What follows belongs to an exercise in optimizing a design on an open flow for small area and a short achievable clock period; a production flow would make more cautious choices. Where RTL was checked, it was by simulation tests only, not by an equivalence proof against the original. Power figures rest on the tool's default switching activity, not on a simulated workload.

## cpu_top
module cpu_top (
	input  logic                i_clk,
	input  logic                i_rst_n,
	input  cpu_pkg::instr_t     i_instr,
	output cpu_pkg::pc_t        o_pc,
	output logic                o_dmem_we,
	output cpu_pkg::dmem_addr_t o_dmem_addr,
	output cpu_pkg::word_t      o_dmem_wdata,
	output cpu_pkg::status_t    o_status
);
Size: about 7,600 cells after synthesis, about 130,000 sq um of cells after synthesis.
==> flow/config.mk <==
export PLATFORM = sky130hd
export DESIGN_NAME = cpu_top
export DESIGN_NICKNAME = cpu_top
export VERILOG_FILES = /design/flow/design.v
export SDC_FILE = /design/flow/constraint.sdc
export NUM_CORES = 8
export LEC_CHECK = 0
export CAP_MARGIN = 20
export CORE_MARGIN = 2
export CORE_UTILIZATION = 60
export GPL_ROUTABILITY_DRIVEN = 0
export PLACE_DENSITY = 0.7
export SETUP_SLACK_MARGIN = 5
export SLEW_MARGIN = 20
export SYNTH_HIERARCHICAL = 1
export SYNTH_MEMORY_MAX_BITS = 16384
export SYNTH_MINIMUM_KEEP_SIZE = 0
==> flow/constraint.sdc <==
create_clock -name core_clock -period 16.0 [get_ports {i_clk}]
set_input_delay 3.2000 -clock core_clock [delete_from_list [all_inputs] [get_ports {i_clk}]]
set_output_delay 3.2000 -clock core_clock [all_outputs]
set_load 0.01 [all_outputs]
standard.sh (not shown) runs the stock make flow with config.mk's settings and CLKGATE_MAP_FILE= SYNTH_SCRIPT=/design/flow/synth_recipe.tcl, a recipe that flattens the netlist after the stock synthesis.
==> flow/flow/run.sh <==
#!/bin/bash
# The standard layout with these changes: synthesis sees a strong driver
# and a light load on each module port, so it leaves cells at their smallest
# size; resizing may change a cell's footprint; port buffers are buf_4; timing
# repair aims at a larger setup margin; the clock tree uses clkbuf_8 without
# dummy loads.
set -euo pipefail
bash standard.sh \
  ABC_LOAD_IN_FF=1 \
  ABC_DRIVER_CELL=sky130_fd_sc_hd__buf_4 \
  MATCH_CELL_FOOTPRINT=0 \
  SETUP_SLACK_MARGIN=7.5 \
  TNS_END_PERCENT=20 \
  BUFFER_PORTS_ARGS="-buffer_cell sky130_fd_sc_hd__buf_4" \
  CTS_ARGS="-sink_clustering_enable -repair_clock_nets -dont_use_dummy_load -buf_list sky130_fd_sc_hd__clkbuf_8 -sink_clustering_size 16 -sink_clustering_max_diameter 70" \
  finish > make.log 2>&1
Next try:
--- a/flow/flow/run.sh
+++ b/flow/flow/run.sh
@@ -12,2 +12,2 @@
-  SETUP_SLACK_MARGIN=7.5 \
-  TNS_END_PERCENT=20 \
+  SETUP_SLACK_MARGIN=7 \
+  TNS_END_PERCENT=10 \
Settings changed: CORE_UTILIZATION 60 to 57, PLACE_DENSITY 0.7 to 0.68.
=> The new run completed with no timing, DRC or antenna violations; utilization falls by 4.1 points; cell area falls by 1.4%; final cell count falls by 0.37%; worst setup slack gets better by 0.0094 ns; via count falls by 2.3%; sequential share of layout area rises by 0.95 points; clock power is about the same; clock-buffer cell count rises by 2; sequential power hardly moves; wire length falls by 2.6%; combinational power falls by 7.6%.

========
cpu_top, a different RTL version from the one above (not shown whole).
For scale: ~3100 flip-flops, ~130000 sq um of cells after synthesis.
export LEC_CHECK = 0
export CAP_MARGIN = 20
export CORE_MARGIN = 2
export CORE_UTILIZATION = 45
export CTS_BUF_LIST = sky130_fd_sc_hd__clkbuf_8 sky130_fd_sc_hd__clkbuf_16
export CTS_CLUSTER_DIAMETER = 45
export CTS_CLUSTER_SIZE = 16
export PLACE_DENSITY = 0.55
export SETUP_SLACK_MARGIN = 5
export SLEW_MARGIN = 20
export SYNTH_MEMORY_MAX_BITS = 16384
create_clock -name core_clock -period 16.0 [get_ports {i_clk}]
==> flow/flow/run.sh <==
#!/bin/bash
# The standard layout, with resizing not held to the same cell footprint and a
# larger setup margin for timing repair, aimed at the worst endpoints.
set -euo pipefail
bash standard.sh MATCH_CELL_FOOTPRINT=0 SETUP_SLACK_MARGIN=7 TNS_END_PERCENT=5 finish > make.log 2>&1
The baseline finished with max-capacitance violations, max-slew violations left.
Rerun with:
==> flow/flow/run.sh (replaced) <==
#!/bin/bash
# The standard layout with these changes: resizing may change a cell's
# footprint, port buffers are buf_4, timing repair aims at a larger setup
# margin, and the clock tree uses clkbuf_8 without dummy loads.
set -euo pipefail
bash standard.sh \
  MATCH_CELL_FOOTPRINT=0 \
  SETUP_SLACK_MARGIN=6.5 \
  TNS_END_PERCENT=20 \
  BUFFER_PORTS_ARGS="-buffer_cell sky130_fd_sc_hd__buf_4" \
  CTS_ARGS="-sink_clustering_enable -repair_clock_nets -dont_use_dummy_load -buf_list sky130_fd_sc_hd__clkbuf_8 -sink_clustering_size 14 -sink_clustering_max_diameter 45" \
  finish > make.log 2>&1
Settings changed: CTS_BUF_LIST sky130_fd_sc_hd__clkbuf_8 sky130_fd_sc_hd__clkbuf_16 to unset, CTS_CLUSTER_DIAMETER 45 to unset, CTS_CLUSTER_SIZE 16 to unset.
The changed run ran to the end with violations: max-capacitance violations, max-slew violations.
Critical path depth decreases by 4.
Total power decreases by 20%.
Clock power decreases by 46%.
Synthesized area stays the same.
Design area decreases by 6.7%.
Utilization decreases by 3.8 points.
Rerun with:
==> flow/run.sh (new file) <==
#!/bin/bash
# synth_recipe.tcl (not shown) runs the flow's synth.tcl, then flattens the netlist and writes it again
# the make line also repeats each setting of config.mk as NAME=value (left out here)
make -C /OpenROAD-flow-scripts/flow DESIGN_CONFIG=/design/flow/config.mk WORK_HOME=/design/flow/orfs CLKGATE_MAP_FILE= SYNTH_SCRIPT=/design/flow/synth_recipe.tcl finish
Settings changed: CAP_MARGIN 20 to 50, CTS_BUF_LIST set to sky130_fd_sc_hd__clkbuf_8, CTS_CLUSTER_DIAMETER set to 45, CTS_CLUSTER_SIZE set to 14, SLEW_MARGIN 20 to 75.
removed: flow/flow/run.sh
removed: flow/standard.sh
The changed run ran to the end with no violations.
Register-to-register slack improved by 0.20 ns.
Global-route usage came out higher by 0.89 points.
Sequential cell count does not change.
Setup slack is worse by 0.99 ns.
Cell area went up by 9.3%.
Non-clock buffer count climbs by 627.
Fmax decreases by 9.0%.
Sequential power is about the same.
Function was not checked in any run of this note: the RTL went through the layout flow alone.

========
== v17 ==
cpu_top with an RTL version that a note above also has.
Size in the first run: ~7,600 cells after synthesis, ~130,000 µm² of cells after synthesis.
clock: 16.0 ns
lec_check: 0
cap_margin: 20
core_margin: 2
core_utilization: 63
gpl_routability_driven: 0
place_density: 0.72
setup_slack_margin: 5
slew_margin: 20
synth_hierarchical: 1
synth_memory_max_bits: 16384
synth_minimum_keep_size: 0
==> flow/flow/run.sh <==
#!/bin/bash
# The standard layout with these changes: synthesis sees a strong driver
# and a light load on each module port, so it leaves cells at their smallest
# size; resizing may change a cell's footprint; port buffers are buf_4; timing
# repair aims at a larger setup margin; the clock tree uses clkbuf_8 without
# dummy loads.
set -euo pipefail
bash standard.sh \
  ABC_LOAD_IN_FF=1 \
  ABC_DRIVER_CELL=sky130_fd_sc_hd__buf_4 \
  MATCH_CELL_FOOTPRINT=0 \
  SETUP_SLACK_MARGIN=7 \
  TNS_END_PERCENT=20 \
  BUFFER_PORTS_ARGS="-buffer_cell sky130_fd_sc_hd__buf_4" \
  CTS_ARGS="-sink_clustering_enable -repair_clock_nets -dont_use_dummy_load -buf_list sky130_fd_sc_hd__clkbuf_8 -sink_clustering_size 16 -sink_clustering_max_diameter 70" \
  finish > make.log 2>&1
v17: PASS, flow complete, no timing, DRC or antenna violations
Inputs modified between v17 and v8:
Settings: a change of PLACE_DENSITY from 0.72 to 0.7; a change of CORE_UTILIZATION from 63 to 60.
--- outcome ---
v8 vs. v17: register-to-register slack went up by 260 ps.
On sequential cell count, v8 and v17 are basically level.
Minimum clock period (lower): v17
v8 vs. v17: clock network fraction of total power went up by 0.2 points.
Against v17, v8 reports a post-layout net count that is lower.
Setup changes, v8 to v53
Settings: GPL_ROUTABILITY_DRIVEN no longer set, was 0.
Notes after the runs:
Comparing v8 and v53, global router's overall resource usage is higher on v53. Combinational power share up 0.2 points in v53 wrt v8. v53 vs. v8: leakage power went up 0.95%, layout overhead on the synthesized area went up 0.65 points, number of global-route vias before repair went down 1.7%. Final core area utilization for v53: 0.39 points up relative to v8. Taking v8 as the reference point, the post-route clock period utilization of v53 falls by 0.16 points. There was hardly any difference in power density over the cells between v53 and v8. Going from v8 to v53, met3 usage went down, total non-filler cell area in the finished layout went up.

========
Another version of the RTL of cpu_top (not shown whole).
For scale: ~110 I/O pins.
==> flow/config.mk <==
export PLATFORM = sky130hd
export DESIGN_NAME = cpu_top
export DESIGN_NICKNAME = cpu_top
export VERILOG_FILES = /design/flow/design.v
export SDC_FILE = /design/flow/constraint.sdc
export NUM_CORES = 8
export LEC_CHECK = 0
export CAP_MARGIN = 20
export CORE_MARGIN = 2
export CORE_UTILIZATION = 45
export PLACE_DENSITY = 0.55
export SETUP_SLACK_MARGIN = 5
export SLEW_MARGIN = 20
export SYNTH_HIERARCHICAL = 1
export SYNTH_MEMORY_MAX_BITS = 16384
export SYNTH_MINIMUM_KEEP_SIZE = 0
==> flow/constraint.sdc <==
create_clock -name core_clock -period 16.0 [get_ports {i_clk}]
set_input_delay 3.2000 -clock core_clock [delete_from_list [all_inputs] [get_ports {i_clk}]]
set_output_delay 3.2000 -clock core_clock [all_outputs]
set_load 0.01 [all_outputs]
==> flow/flow/run.sh <==
#!/bin/bash
# The standard layout with these changes: synthesis sees a strong driver
# and a light load on each module port, so it leaves cells at their smallest
# size; resizing may change a cell's footprint; port buffers are buf_4; timing
# repair aims at a larger setup margin; the clock tree uses clkbuf_8 without
# dummy loads.
set -euo pipefail
bash standard.sh \
  ABC_LOAD_IN_FF=1 \
  ABC_DRIVER_CELL=sky130_fd_sc_hd__buf_4 \
  MATCH_CELL_FOOTPRINT=0 \
  SETUP_SLACK_MARGIN=6.5 \
  TNS_END_PERCENT=20 \
  BUFFER_PORTS_ARGS="-buffer_cell sky130_fd_sc_hd__buf_4" \
  CTS_ARGS="-sink_clustering_enable -repair_clock_nets -dont_use_dummy_load -buf_list sky130_fd_sc_hd__clkbuf_8 -sink_clustering_size 16 -sink_clustering_max_diameter 70" \
  finish > make.log 2>&1
Rerun with:
--- a/flow/flow/run.sh
+++ b/flow/flow/run.sh
@@ -11,3 +11,3 @@
   MATCH_CELL_FOOTPRINT=0 \
-  SETUP_SLACK_MARGIN=6.5 \
+  SETUP_SLACK_MARGIN=8 \
   TNS_END_PERCENT=20 \
Effect: The changed run produced a clean layout; first-iteration DRC count increases by 29%; synthesized cell count stays the same; die area stays the same; final area goes up by 5.3%; wire length grows by 17%.

[re-timing with driven ports]
How much do the figures lean on ideal ports? The routed layouts below were timed once more, with nothing changed but the port constraints. Step 1 assumes that a clkbuf_16 drives the clock port and a buf_2 every other input. Step 2 times the ports against the registers' clock, not the clock port: input delays grow and output delays shrink by t, the midpoint of the rising clock arrivals with the driver on. a / b / c = ideal ports / drivers / drivers and shift; a / b = the first two.
run | shift t [ns] | slack for setup (ns) | hold WS [ns] | worst setup path at the end | worst register clock-pin slew, ns
the first run of note 1 | 1.134 | 6.691 / 6.611 / 5.995 | 0.475 / 0.475 / 0.475 | input to register | 0.11 / 0.11
the second run of note 1 | 1.099 | 6.701 / 6.499 / 6.271 | 0.473 / 0.473 / 0.473 | input to register | 0.12 / 0.12
the first run of note 2 | 1.071 | 5.651 / 5.590 / 4.519 | 0.494 / 0.494 / 0.494 | input to register | 0.07 / 0.07
the second run of note 2 | 1.200 | 5.897 / 5.651 / 4.451 | 0.502 / 0.502 / 0.502 | input to register | 0.09 / 0.09
the third run of note 2 | 1.200 | 4.904 / 4.861 / 4.228 | 0.492 / 0.492 / 0.492 | input to register | 0.10 / 0.10
v17 | 1.075 | 6.691 / 6.603 / 6.302 | 0.475 / 0.475 / 0.475 | input to register | 0.11 / 0.11
v8 | 1.118 | 6.682 / 6.603 / 6.332 | 0.475 / 0.475 / 0.475 | input to register | 0.11 / 0.11
v53 | 1.129 | 6.707 / 6.620 / 5.933 | 0.480 / 0.480 / 0.480 | input to register | 0.11 / 0.11
the first run of note 4 | 1.114 | 6.324 / 6.301 / 5.453 | 0.473 / 0.473 / 0.473 | input to register | 0.11 / 0.11
the second run of note 4 | 1.155 | 6.621 / 6.516 / 5.897 | 0.474 / 0.474 / 0.474 | input to register | 0.12 / 0.12
For the second run of note 2, which loses most, drivers alone change the setup slack by -0.246 ns; drivers and shift together by -1.446 ns.
